What follows belongs to an exercise in optimizing a design on an open flow for small area, a short achievable clock period and few clock cycles; a production flow would make more cautious choices. Function was checked by simulation only, so behaviour that the tests miss may differ from the original. The clock input has no modelled driver; a real chip could not lean on it and would need a root buffer or a full tree. Power and IR drop assume default switching activity.

== job 432 ==
## conv_window_top
module conv_window_top (
    input  wire                         clk,
    input  wire                         reset_n,
    input  wire                         i_start,
    input  wire                         i_pixel_valid,
    input  wire  [7:0]                  i_pixel,
    input  wire                         i_conv_ready,
    output logic                        o_fill_active,
    output logic [199:0]                o_window,   
    output logic                        o_conv_valid,
    output logic                        o_conv_row_start,
    output logic                        o_conv_row_end,
    output logic                        o_done
);
Size: roughly 1,400 cells after synthesis, about 1,100 flip-flops, about 35,000 µm² of cells after synthesis.
Settings: LEC_CHECK=0, CAP_MARGIN=20, CELL_PAD_IN_SITES_DETAIL_PLACEMENT=0, CELL_PAD_IN_SITES_GLOBAL_PLACEMENT=1, CORE_MARGIN=2, CORE_UTILIZATION=55, GPL_ROUTABILITY_DRIVEN=1, PLACE_DENSITY=0.65, SLEW_MARGIN=20; clock period 9.0 ns.
standard.sh (not shown) runs the stock make flow with config.mk's settings and CLKGATE_MAP_FILE= SYNTH_SCRIPT=/design/flow/synth_recipe.tcl, a recipe that flattens the netlist after the stock synthesis.
==> flow/flow/run.sh <==
#!/bin/bash
set -euo pipefail
export BUFFER_PORTS_ARGS="-buffer_cell sky130_fd_sc_hd__buf_1"
export SETUP_SLACK_MARGIN=6.35
export CTS_ARGS="-sink_clustering_enable -repair_clock_nets -sink_clustering_size 30 -sink_clustering_max_diameter 100 -dont_use_dummy_load"
export POST_CTS_TCL="$(pwd)/flow/post_cts.tcl"
bash standard.sh > flow_make.log 2>&1
==> flow/flow/post_cts.tcl <==
set block [ord::get_db_block]
set clk_net [$block findNet clk]
set roots {}
foreach it [$clk_net getITerms] { lappend roots [$it getInst] }
puts "post_cts: clock port drives [llength $roots] cell(s)"
if {[llength $roots] == 1} {
  set root [lindex $roots 0]
  set out_net [[$root findITerm X] getNet]
  set loads {}
  foreach it [$out_net getITerms] {
    if {[$it isInputSignal] || [[$it getMTerm] getIoType] eq "INPUT"} { lappend loads $it }
  }
  puts "post_cts: root [$root getName] drives [llength $loads] pin(s)"
  if {[llength $loads] <= 4} {
    foreach it $loads {
      $it disconnect
      $it connect $clk_net
    }
    [$root findITerm A] disconnect
    odb::dbInst_destroy $root
    odb::dbNet_destroy $out_net
    puts "post_cts: removed root buffer"
  }
}
estimate_parasitics -placement
report_clock_latency
Testbench counts of job 432, summed over its fixed seeds: cycles 24,648.
Changes in job 3262 relative to job 432:
-- flow/flow/run.sh --
<<< job 432, line 4
export SETUP_SLACK_MARGIN=6.35
>>> job 3262, line 4
export SETUP_SLACK_MARGIN=6.2
==> comparison <==
The period utilization of job 432 and that of job 3262 are within noise of each other. Between job 3262 and job 432, the cell area does not differ in any meaningful way. Any difference in total internal power between job 3262 and job 432 is small enough to ignore. Comparing job 432 with job 3262, the via count came out essentially unchanged. Any difference in shortest period the worst path allows between job 3262 and job 432 is small enough to ignore.
Edits applied to the flow inputs when going from job 3262 to job 955:
Settings: CORE_UTILIZATION changed from 55 to 70; PLACE_DENSITY changed from 0.65 to 0.8.
==> flow/flow/run.sh <==
#!/bin/bash
set -euo pipefail
export BUFFER_PORTS_ARGS="-buffer_cell sky130_fd_sc_hd__buf_1"
export SETUP_SLACK_MARGIN=5.8
export CTS_ARGS="-sink_clustering_enable -repair_clock_nets -sink_clustering_size 25 -sink_clustering_max_diameter 80 -dont_use_dummy_load"
export POST_CTS_TCL="$(pwd)/flow/post_cts.tcl"
bash standard.sh > flow_make.log 2>&1
Notes after the runs:
- Job 955: worst hold slack 24 ps above job 3262
- Summary of job 955 over job 3262: leakage power now smaller, highest cell delay on the worst timing path down 30 ps, total power moved up, clock-buffer cell count up about 17%, final critical-path required period fell by 20 ps.
- Taking job 3262 as the reference point, the total detailed-routing wirelength of job 955 falls by about 10%.
- The higher die outline height of job 955 and job 3262 is in job 3262.
- Part of the power in combinational logic of job 3262 is on par with job 955.
- STATUS worst setup slack: job 955 wins against job 3262
- Summary: with job 3262 as the reference, final area in job 955 moved down by a few percent.

The RTL this note starts from:
==> flow/design.v <==
`default_nettype none
package conv_window_pkg;
    localparam int img_size    = 32;   
    localparam int kernel_size = 5;
    localparam int out_size    = img_size - kernel_size + 1;   
    localparam int num_lines   = 6;    
    localparam int pixel_w    = 8;
    localparam int col_w      = 5;
    localparam int fill_row_w = 6;     
    localparam int line_w     = 3;
    typedef logic [pixel_w-1:0] pixel_t;
    typedef logic signed [pixel_w-1:0] spixel_t;
    typedef spixel_t [kernel_size-1:0][kernel_size-1:0] window_t;
    typedef pixel_t [num_lines-1:0][kernel_size-1:0] block_t;
endpackage
`default_nettype wire
`timescale 1ns/1ns
`default_nettype none
module conv_window_top (
    input  wire                         clk,
    input  wire                         reset_n,
    input  wire                         i_start,
    input  wire                         i_pixel_valid,
    input  wire  [7:0]                  i_pixel,
    input  wire                         i_conv_ready,
    output logic                        o_fill_active,
    output logic [199:0]                o_window,   
    output logic                        o_conv_valid,
    output logic                        o_conv_row_start,
    output logic                        o_conv_row_end,
    output logic                        o_done
);
    localparam int img   = 32;
    localparam int ks    = 5;
    localparam int depth = (ks - 1) * img + ks - 1;   
    logic [7:0]         in_px;   
    logic [depth*8-1:0] chain;   
    logic       active;      
    logic       fill;        
    logic       pend;        
    logic       sh;          
    logic [4:0] row;         
    logic [4:0] col;
    logic       all_in;      
    logic take;
    logic new_win;
    logic want;
    logic show;
    logic show_start;
    logic show_end;
    logic show_last;
    logic pend_nxt;
    logic all_in_nxt;
    assign take        = i_pixel_valid && fill;
    assign new_win     = take && (row >= 5'd4) && (col >= 5'd4);
    assign want        = new_win || pend;
    assign show        = want && i_conv_ready;
    assign show_start  = pend ? (col == 5'd5) : (col == 5'd4);
    assign show_end    = pend ? (col == 5'd0) : (col == 5'd31);
    assign show_last   = pend ? all_in : (row == 5'd31 && col == 5'd31);
    assign pend_nxt    = want && !i_conv_ready;
    assign all_in_nxt  = all_in || (take && row == 5'd31 && col == 5'd31);
    assign o_fill_active = fill;
    always_comb begin
        for (int i = 0; i < ks; i++)
            for (int j = 0; j < ks; j++)
                if (i == ks - 1 && j == ks - 1)
                    o_window[(i*ks+j)*8 +: 8] = in_px;
                else
                    o_window[(i*ks+j)*8 +: 8] = chain[((ks-1-i)*img + (ks-1-j) - 1)*8 +: 8];
    end
    always_ff @(posedge clk) begin
        if (take) in_px <= i_pixel;
        if (sh) chain <= {chain[(depth-1)*8-1:0], in_px};
    end
    always_ff @(posedge clk) begin
        if (!reset_n) begin
            active           <= 1'b0;
            fill             <= 1'b0;
            pend             <= 1'b0;
            sh               <= 1'b0;
            row              <= '0;
            col              <= '0;
            all_in           <= 1'b0;
            o_conv_valid     <= 1'b0;
            o_conv_row_start <= 1'b0;
            o_conv_row_end   <= 1'b0;
            o_done           <= 1'b0;
        end else if (!active) begin
            pend             <= 1'b0;
            sh               <= 1'b0;
            row              <= '0;
            col              <= '0;
            all_in           <= 1'b0;
            o_conv_valid     <= 1'b0;
            o_conv_row_start <= 1'b0;
            o_conv_row_end   <= 1'b0;
            o_done           <= 1'b0;
            if (i_start) begin
                active <= 1'b1;
                fill   <= 1'b1;
            end
        end else begin
            if (take) begin
                col <= col + 1'b1;
                if (col == 5'd31) row <= row + 1'b1;
            end
            all_in           <= all_in_nxt;
            pend             <= pend_nxt;
            sh               <= (take || pend) && !pend_nxt;
            fill             <= !all_in_nxt && !pend_nxt;
            o_conv_valid     <= show;
            o_conv_row_start <= show && show_start;
            o_conv_row_end   <= show && show_end;
            o_done           <= show && show_last;
            if (show && show_last) begin
                active <= 1'b0;
                fill   <= 1'b0;
            end
        end
    end
endmodule
`default_nettype wire
==> flow/config.mk <==
export PLATFORM = sky130hd
export DESIGN_NAME = conv_window_top
export DESIGN_NICKNAME = conv_window_top
export VERILOG_FILES = /design/flow/design.v
export SDC_FILE = /design/flow/constraint.sdc
export NUM_CORES = 4
export LEC_CHECK = 0
export CAP_MARGIN = 20
export CELL_PAD_IN_SITES_DETAIL_PLACEMENT = 0
export CELL_PAD_IN_SITES_GLOBAL_PLACEMENT = 1
export CORE_MARGIN = 2
export CORE_UTILIZATION = 55
export GPL_ROUTABILITY_DRIVEN = 1
export PLACE_DENSITY = 0.65
export SLEW_MARGIN = 20
==> flow/constraint.sdc <==
create_clock -name core_clock -period 9.0 [get_ports {clk}]
set_input_delay 1.8000 -clock core_clock [delete_from_list [all_inputs] [get_ports {clk}]]
set_output_delay 1.8000 -clock core_clock [all_outputs]
set_load 0.01 [all_outputs]
==> flow/flow/run.sh <==
#!/bin/bash
set -euo pipefail
export BUFFER_PORTS_ARGS="-buffer_cell sky130_fd_sc_hd__buf_1"
export SETUP_SLACK_MARGIN=5.8
export CTS_ARGS="-sink_clustering_enable -repair_clock_nets -sink_clustering_size 30 -sink_clustering_max_diameter 100 -dont_use_dummy_load"
export POST_CTS_TCL="$(pwd)/flow/post_cts.tcl"
export PRE_DETAIL_PLACE_TCL="$(pwd)/flow/pre_dpl.tcl"
export PLACE_PINS_ARGS='-group_pins {o_window[0] o_window[8] o_window[16] o_window[24] o_window[32]} -group_pins {o_window[1] o_window[9] o_window[17] o_window[25] o_window[33]} -group_pins {o_window[2] o_window[10] o_window[18] o_window[26] o_window[34]} -group_pins {o_window[3] o_window[11] o_window[19] o_window[27] o_window[35]} -group_pins {o_window[4] o_window[12] o_window[20] o_window[28] o_window[36]} -group_pins {o_window[5] o_window[13] o_window[21] o_window[29] o_window[37]} -group_pins {o_window[6] o_window[14] o_window[22] o_window[30] o_window[38]} -group_pins {o_window[7] o_window[15] o_window[23] o_window[31] o_window[39]} -group_pins {o_window[40] o_window[48] o_window[56] o_window[64] o_window[72]} -group_pins {o_window[41] o_window[49] o_window[57] o_window[65] o_window[73]} -group_pins {o_window[42] o_window[50] o_window[58] o_window[66] o_window[74]} -group_pins {o_window[43] o_window[51] o_window[59] o_window[67] o_window[75]} -group_pins {o_window[44] o_window[52] o_window[60] o_window[68] o_window[76]} -group_pins {o_window[45] o_window[53] o_window[61] o_window[69] o_window[77]} -group_pins {o_window[46] o_window[54] o_window[62] o_window[70] o_window[78]} -group_pins {o_window[47] o_window[55] o_window[63] o_window[71] o_window[79]} -group_pins {o_window[80] o_window[88] o_window[96] o_window[104] o_window[112]} -group_pins {o_window[81] o_window[89] o_window[97] o_window[105] o_window[113]} -group_pins {o_window[82] o_window[90] o_window[98] o_window[106] o_window[114]} -group_pins {o_window[83] o_window[91] o_window[99] o_window[107] o_window[115]} -group_pins {o_window[84] o_window[92] o_window[100] o_window[108] o_window[116]} -group_pins {o_window[85] o_window[93] o_window[101] o_window[109] o_window[117]} -group_pins {o_window[86] o_window[94] o_window[102] o_window[110] o_window[118]} -group_pins {o_window[87] o_window[95] o_window[103] o_window[111] o_window[119]} -group_pins {o_window[120] o_window[128] o_window[136] o_window[144] o_window[152]} -group_pins {o_window[121] o_window[129] o_window[137] o_window[145] o_window[153]} -group_pins {o_window[122] o_window[130] o_window[138] o_window[146] o_window[154]} -group_pins {o_window[123] o_window[131] o_window[139] o_window[147] o_window[155]} -group_pins {o_window[124] o_window[132] o_window[140] o_window[148] o_window[156]} -group_pins {o_window[125] o_window[133] o_window[141] o_window[149] o_window[157]} -group_pins {o_window[126] o_window[134] o_window[142] o_window[150] o_window[158]} -group_pins {o_window[127] o_window[135] o_window[143] o_window[151] o_window[159]} -group_pins {o_window[160] o_window[168] o_window[176] o_window[184] o_window[192]} -group_pins {o_window[161] o_window[169] o_window[177] o_window[185] o_window[193]} -group_pins {o_window[162] o_window[170] o_window[178] o_window[186] o_window[194]} -group_pins {o_window[163] o_window[171] o_window[179] o_window[187] o_window[195]} -group_pins {o_window[164] o_window[172] o_window[180] o_window[188] o_window[196]} -group_pins {o_window[165] o_window[173] o_window[181] o_window[189] o_window[197]} -group_pins {o_window[166] o_window[174] o_window[182] o_window[190] o_window[198]} -group_pins {o_window[167] o_window[175] o_window[183] o_window[191] o_window[199]}'
bash standard.sh > flow_make.log 2>&1
==> flow/flow/pre_dpl.tcl <==
# Pull each register that drives an output port next to that port's buffer
# (and the register it feeds, unless that one drives a port itself), so the
# register's output sees a short wire. Detailed placement legalises after.
set block [ord::get_db_block]
set moved 0
set port_ff [dict create]
foreach bt [$block getBTerms] {
  if {[$bt getIoType] ne "OUTPUT"} continue
  set net [$bt getNet]
  set buf ""
  foreach it [$net getITerms] { if {[$it isOutputSignal]} { set buf [$it getInst] } }
  if {$buf eq ""} continue
  set bnet [[$buf findITerm A] getNet]
  set ff ""
  foreach it [$bnet getITerms] { if {[$it isOutputSignal]} { set ff [$it getInst] } }
  if {$ff eq "" || ![[$ff getMaster] isSequential]} continue
  dict set port_ff [$ff getName] [list $ff $buf $bnet]
}
dict for {name v} $port_ff {
  lassign $v ff buf bnet
  set loc [$buf getLocation]
  $ff setLocation [lindex $loc 0] [lindex $loc 1]
  incr moved
  foreach it [$bnet getITerms] {
    set inst [$it getInst]
    if {$inst eq $ff || $inst eq $buf} continue
    if {[[$inst getMaster] isSequential] && ![dict exists $port_ff [$inst getName]]} {
      $inst setLocation [lindex $loc 0] [lindex $loc 1]
      incr moved
    }
  }
}
puts "pre_dpl: moved $moved register(s)"
Scripts as last shown in full above: flow/flow/post_cts.tcl
Testbench counts at the start, summed over its fixed seeds: cycles 24,624.
==> next run, changes <==
--- a/flow/flow/pre_dpl.tcl
+++ b/flow/flow/pre_dpl.tcl
@@ -1,5 +1,6 @@
 # Pull each register that drives an output port next to that port's buffer
 # (and the register it feeds, unless that one drives a port itself), so the
-# register's output sees a short wire. Detailed placement legalises after.
+# register's output sees a short wire. Registers that also feed logic stay
+# where global placement put them. Detailed placement legalises after.
 set block [ord::get_db_block]
 set moved 0
@@ -15,4 +16,10 @@
   foreach it [$bnet getITerms] { if {[$it isOutputSignal]} { set ff [$it getInst] } }
   if {$ff eq "" || ![[$ff getMaster] isSequential]} continue
+  set only_regs 1
+  foreach it [$bnet getITerms] {
+    set inst [$it getInst]
+    if {$inst ne $ff && $inst ne $buf && ![[$inst getMaster] isSequential]} { set only_regs 0 }
+  }
+  if {!$only_regs} continue
   dict set port_ff [$ff getName] [list $ff $buf $bnet]
 }
Outcome: The new run finished with timing, DRC and antenna clean; count of clock-buffer cells in the layout stays the same; non-clock buffer count is unchanged; total power hardly moves; worst setup slack improved by 0.0089 ns; cell area is unchanged; routed wire length is about the same; cell count is unchanged; flip-flop and latch count stays the same.
==> next run, changes <==
--- a/flow/flow/pre_dpl.tcl
+++ b/flow/flow/pre_dpl.tcl
@@ -39,2 +39,23 @@
 }
 puts "pre_dpl: moved $moved register(s)"
+
+# A register that drives an output port and logic besides gets the strongest
+# drive of its cell type.
+set upsized 0
+foreach bt [$block getBTerms] {
+  if {[$bt getIoType] ne "OUTPUT"} continue
+  set buf ""
+  foreach it [[$bt getNet] getITerms] { if {[$it isOutputSignal]} { set buf [$it getInst] } }
+  if {$buf eq ""} continue
+  set bnet [[$buf findITerm A] getNet]
+  foreach it [$bnet getITerms] {
+    if {![$it isOutputSignal]} continue
+    set ff [$it getInst]
+    set m [[$ff getMaster] getName]
+    if {[llength [$bnet getITerms]] > 3 && [regsub {_[12]$} $m {_4} m4] && [llength [get_lib_cells -quiet */$m4]]} {
+      replace_cell [$ff getName] $m4
+      incr upsized
+    }
+  }
+}
+puts "pre_dpl: upsized $upsized register(s)"
Outcome: Via count stays flat. Sequential cell count stays the same. Synthesized area is unchanged.

// conv_window_top: RTL as listed in full above, without the edits since
export LEC_CHECK = 0
export CAP_MARGIN = 20
export CELL_PAD_IN_SITES_DETAIL_PLACEMENT = 0
export CELL_PAD_IN_SITES_GLOBAL_PLACEMENT = 1
export CORE_MARGIN = 2
export CORE_UTILIZATION = 55
export GPL_ROUTABILITY_DRIVEN = 1
export PLACE_DENSITY = 0.65
export SLEW_MARGIN = 20
create_clock -name core_clock -period 9.0 [get_ports {clk}]
==> flow/flow/run.sh <==
#!/bin/bash
set -euo pipefail
export BUFFER_PORTS_ARGS="-buffer_cell sky130_fd_sc_hd__buf_1"
export SETUP_SLACK_MARGIN=6.3
export SKIP_CTS_REPAIR_TIMING=1
export CTS_ARGS="-sink_clustering_enable -repair_clock_nets -sink_clustering_size 22 -sink_clustering_max_diameter 80 -dont_use_dummy_load"
export POST_CTS_TCL="$(pwd)/flow/post_cts.tcl"
export CLK_INV_L1=sky130_fd_sc_hd__inv_16
export CLK_INV_L2=sky130_fd_sc_hd__inv_8
export PRE_DETAIL_PLACE_TCL="$(pwd)/flow/pre_dpl.tcl"
export PLACE_PINS_ARGS='-group_pins {o_window[0] o_window[8] o_window[16] o_window[24] o_window[32]} -group_pins {o_window[1] o_window[9] o_window[17] o_window[25] o_window[33]} -group_pins {o_window[2] o_window[10] o_window[18] o_window[26] o_window[34]} -group_pins {o_window[3] o_window[11] o_window[19] o_window[27] o_window[35]} -group_pins {o_window[4] o_window[12] o_window[20] o_window[28] o_window[36]} -group_pins {o_window[5] o_window[13] o_window[21] o_window[29] o_window[37]} -group_pins {o_window[6] o_window[14] o_window[22] o_window[30] o_window[38]} -group_pins {o_window[7] o_window[15] o_window[23] o_window[31] o_window[39]} -group_pins {o_window[40] o_window[48] o_window[56] o_window[64] o_window[72]} -group_pins {o_window[41] o_window[49] o_window[57] o_window[65] o_window[73]} -group_pins {o_window[42] o_window[50] o_window[58] o_window[66] o_window[74]} -group_pins {o_window[43] o_window[51] o_window[59] o_window[67] o_window[75]} -group_pins {o_window[44] o_window[52] o_window[60] o_window[68] o_window[76]} -group_pins {o_window[45] o_window[53] o_window[61] o_window[69] o_window[77]} -group_pins {o_window[46] o_window[54] o_window[62] o_window[70] o_window[78]} -group_pins {o_window[47] o_window[55] o_window[63] o_window[71] o_window[79]} -group_pins {o_window[80] o_window[88] o_window[96] o_window[104] o_window[112]} -group_pins {o_window[81] o_window[89] o_window[97] o_window[105] o_window[113]} -group_pins {o_window[82] o_window[90] o_window[98] o_window[106] o_window[114]} -group_pins {o_window[83] o_window[91] o_window[99] o_window[107] o_window[115]} -group_pins {o_window[84] o_window[92] o_window[100] o_window[108] o_window[116]} -group_pins {o_window[85] o_window[93] o_window[101] o_window[109] o_window[117]} -group_pins {o_window[86] o_window[94] o_window[102] o_window[110] o_window[118]} -group_pins {o_window[87] o_window[95] o_window[103] o_window[111] o_window[119]} -group_pins {o_window[120] o_window[128] o_window[136] o_window[144] o_window[152]} -group_pins {o_window[121] o_window[129] o_window[137] o_window[145] o_window[153]} -group_pins {o_window[122] o_window[130] o_window[138] o_window[146] o_window[154]} -group_pins {o_window[123] o_window[131] o_window[139] o_window[147] o_window[155]} -group_pins {o_window[124] o_window[132] o_window[140] o_window[148] o_window[156]} -group_pins {o_window[125] o_window[133] o_window[141] o_window[149] o_window[157]} -group_pins {o_window[126] o_window[134] o_window[142] o_window[150] o_window[158]} -group_pins {o_window[127] o_window[135] o_window[143] o_window[151] o_window[159]} -group_pins {o_window[160] o_window[168] o_window[176] o_window[184] o_window[192]} -group_pins {o_window[161] o_window[169] o_window[177] o_window[185] o_window[193]} -group_pins {o_window[162] o_window[170] o_window[178] o_window[186] o_window[194]} -group_pins {o_window[163] o_window[171] o_window[179] o_window[187] o_window[195]} -group_pins {o_window[164] o_window[172] o_window[180] o_window[188] o_window[196]} -group_pins {o_window[165] o_window[173] o_window[181] o_window[189] o_window[197]} -group_pins {o_window[166] o_window[174] o_window[182] o_window[190] o_window[198]} -group_pins {o_window[167] o_window[175] o_window[183] o_window[191] o_window[199]}'
bash standard.sh > flow_make.log 2>&1
==> flow/flow/post_cts.tcl <==
set block [ord::get_db_block]
set db [ord::get_db]
set clk_net [$block findNet clk]

proc loads_of {net} {
  set l {}
  foreach it [$net getITerms] {
    if {[$it isInputSignal] || [[$it getMTerm] getIoType] eq "INPUT"} { lappend l $it }
  }
  return $l
}

set roots {}
foreach it [$clk_net getITerms] { lappend roots [$it getInst] }
puts "post_cts: clock port drives [llength $roots] cell(s)"
if {[llength $roots] == 1} {
  set root [lindex $roots 0]
  set out_net [[$root findITerm X] getNet]
  set loads [loads_of $out_net]
  puts "post_cts: root [$root getName] drives [llength $loads] pin(s)"
  if {[llength $loads] <= 4} {
    foreach it $loads {
      $it disconnect
      $it connect $clk_net
    }
    [$root findITerm A] disconnect
    odb::dbInst_destroy $root
    odb::dbNet_destroy $out_net
    puts "post_cts: removed root buffer"
  }
}

# Check the tree: port -> level 1 buffers -> level 2 buffers -> registers only
set level1 {}
set level2 {}
set ok 1
foreach it [loads_of $clk_net] {
  set inst [$it getInst]
  if {![string match *clkbuf* [[$inst getMaster] getName]]} { set ok 0; continue }
  lappend level1 $inst
  foreach it2 [loads_of [[$inst findITerm X] getNet]] {
    set i2 [$it2 getInst]
    if {![string match *clkbuf* [[$i2 getMaster] getName]]} { set ok 0; continue }
    lappend level2 $i2
    foreach it3 [loads_of [[$i2 findITerm X] getNet]] {
      if {![[[$it3 getInst] getMaster] isSequential]} { set ok 0 }
    }
  }
}
set nregs 0
foreach inst [$block getInsts] {
  if {[[$inst getMaster] isSequential]} { incr nregs }
}
set reached 0
foreach i2 $level2 { incr reached [llength [loads_of [[$i2 findITerm X] getNet]]] }
puts "post_cts: level 1 [llength $level1], level 2 [llength $level2], registers $reached of $nregs, ok $ok"

proc swap_to_inv {inst master_name} {
  set block [ord::get_db_block]
  set m [[ord::get_db] findMaster $master_name]
  set name [$inst getName]
  set loc [$inst getLocation]
  set in_net [[$inst findITerm A] getNet]
  set out_net [[$inst findITerm X] getNet]
  odb::dbInst_destroy $inst
  set new [odb::dbInst_create $block $m $name]
  $new setLocation [lindex $loc 0] [lindex $loc 1]
  $new setPlacementStatus PLACED
  [$new findITerm A] connect $in_net
  [$new findITerm Y] connect $out_net
}

if {$ok && $reached == $nregs && [llength $level1] <= 4} {
  foreach inst $level1 { swap_to_inv $inst $::env(CLK_INV_L1) }
  foreach inst $level2 { swap_to_inv $inst $::env(CLK_INV_L2) }
  puts "post_cts: clock tree levels now inverters"
  detailed_placement
  check_placement -verbose
}
estimate_parasitics -placement
report_clock_latency
report_clock_min_period
Other scripts of this flow, unchanged in this note and not shown: flow/flow/pre_dpl.tcl
Testbench counts at the start, summed over its fixed seeds: cycles 24,624.
Then changed:
--- a/flow/flow/run.sh
+++ b/flow/flow/run.sh
@@ -3,8 +3,8 @@
 export BUFFER_PORTS_ARGS="-buffer_cell sky130_fd_sc_hd__buf_1"
-export SETUP_SLACK_MARGIN=6.3
+export SETUP_SLACK_MARGIN=6.4
 export SKIP_CTS_REPAIR_TIMING=1
-export CTS_ARGS="-sink_clustering_enable -repair_clock_nets -sink_clustering_size 22 -sink_clustering_max_diameter 80 -dont_use_dummy_load"
+export CTS_ARGS="-sink_clustering_enable -repair_clock_nets -sink_clustering_size 30 -sink_clustering_max_diameter 100 -dont_use_dummy_load"
 export POST_CTS_TCL="$(pwd)/flow/post_cts.tcl"
 export CLK_INV_L1=sky130_fd_sc_hd__inv_16
-export CLK_INV_L2=sky130_fd_sc_hd__inv_8
+export CLK_INV_L2=sky130_fd_sc_hd__inv_12
 export PRE_DETAIL_PLACE_TCL="$(pwd)/flow/pre_dpl.tcl"
=> The new run completed with no timing, DRC or antenna violations. Die area stays the same. Via count went up by 1.4%. Global-route usage falls by 0.21 points. Power increases by 0.34%. Synthesized cell count is unchanged. Worst setup slack is better by 0.0034 ns. Maximum frequency stays flat. Clock skew grows by 0.0085 ns. Cell count increases by 2.0%.
Then changed:
--- a/flow/flow/run.sh
+++ b/flow/flow/run.sh
@@ -5,6 +5,6 @@
 export SKIP_CTS_REPAIR_TIMING=1
-export CTS_ARGS="-sink_clustering_enable -repair_clock_nets -sink_clustering_size 30 -sink_clustering_max_diameter 100 -dont_use_dummy_load"
+export CTS_ARGS="-sink_clustering_enable -repair_clock_nets -sink_clustering_size 20 -sink_clustering_max_diameter 80 -dont_use_dummy_load"
 export POST_CTS_TCL="$(pwd)/flow/post_cts.tcl"
 export CLK_INV_L1=sky130_fd_sc_hd__inv_16
-export CLK_INV_L2=sky130_fd_sc_hd__inv_12
+export CLK_INV_L2=sky130_fd_sc_hd__inv_8
 export PRE_DETAIL_PLACE_TCL="$(pwd)/flow/pre_dpl.tcl"
The new run completed with no timing, DRC or antenna violations.
Sequential share of layout area came out lower by 0.13 points.
Clock skew drops by 0.0063 ns.
Power climbs by 0.45%.
Die area stays the same.
Cell count came out higher by 0.86%.
Sequential power barely changes.
Fmax stays flat.
Worst setup slack barely changes.
Via count is higher by 1.0%.
Critical path depth stays the same.
Then changed:
--- a/flow/flow/run.sh
+++ b/flow/flow/run.sh
@@ -3,8 +3,8 @@
 export BUFFER_PORTS_ARGS="-buffer_cell sky130_fd_sc_hd__buf_1"
-export SETUP_SLACK_MARGIN=6.4
+export SETUP_SLACK_MARGIN=6.36
 export SKIP_CTS_REPAIR_TIMING=1
-export CTS_ARGS="-sink_clustering_enable -repair_clock_nets -sink_clustering_size 20 -sink_clustering_max_diameter 80 -dont_use_dummy_load"
+export CTS_ARGS="-sink_clustering_enable -repair_clock_nets -sink_clustering_size 30 -sink_clustering_max_diameter 100 -dont_use_dummy_load"
 export POST_CTS_TCL="$(pwd)/flow/post_cts.tcl"
 export CLK_INV_L1=sky130_fd_sc_hd__inv_16
-export CLK_INV_L2=sky130_fd_sc_hd__inv_8
+export CLK_INV_L2=sky130_fd_sc_hd__inv_12
 export PRE_DETAIL_PLACE_TCL="$(pwd)/flow/pre_dpl.tcl"
Effect: The changed run passed the timing, DRC and antenna checks; area after synthesis does not change; final area came out lower slightly; routed wire length is lower by a few percent; via count goes down by a few percent; synthesized cell count stays the same; setup slack is about the same; global-route usage falls by 0.18 points; total power decreases slightly; first-iteration DRC count climbs by a few percent.
In every run of this note, the design's own scripts or RTL, not TritonCTS, make the clock network.

-- separate check: timing with driven ports --
The flow's constraints put no driver on any port. The routed layouts listed below were extracted and timed again, unchanged, in two steps.
Step 1: set_driving_cell puts a clkbuf_16 on clk and a buf_2 on each other input, an assumption about the parent block.
Step 2 adds t to the input delays and takes it off the output delays; t is the mean of the earliest and latest rising clock arrival at the registers after step 1. Input paths then give back, and output paths get back, about the clock's delay inside the block.
Slacks: no drivers / after step 1 / after step 2; pairs: no drivers / after step 1.
run	shift t [ns]	setup slack, ns	hold slack, ns	latest minus earliest clock arrival (ns)	pins driven straight from the clock port
job 432	0.504	6.091 / 5.976 / 6.118	0.372 / 0.372 / 0.372	0.055 / 0.054	4
job 3262	0.504	6.091 / 5.976 / 6.001	0.372 / 0.372 / 0.372	0.054 / 0.055	4
job 955	0.514	6.110 / 5.996 / 6.055	0.395 / 0.395 / 0.395	0.049 / 0.049	4
the first run of note 2	0.508	6.121 / 6.013 / 5.966	0.400 / 0.400 / 0.400	0.041 / 0.041	4
the second run of note 2	0.511	6.130 / 6.017 / 5.970	0.388 / 0.388 / 0.388	0.045 / 0.046	4
the third run of note 2	0.510	6.192 / 6.081 / 5.971	0.389 / 0.389 / 0.389	0.047 / 0.047	4
the first run of note 3	0.443	6.369 / 6.144 / 6.115	0.404 / 0.404 / 0.404	0.048 / 0.049	4
the second run of note 3	0.449	6.372 / 6.150 / 6.185	0.391 / 0.390 / 0.390	0.043 / 0.045	4
the third run of note 3	0.445	6.373 / 6.148 / 6.179	0.396 / 0.396 / 0.396	0.037 / 0.039	4
the fourth run of note 3	0.449	6.372 / 6.150 / 6.113	0.390 / 0.390 / 0.390	0.043 / 0.045	4
After both steps every run listed still meets setup and hold. For the fourth run of note 3, which loses most, drivers alone change the setup slack by -0.222 ns; drivers and shift together by -0.259 ns.
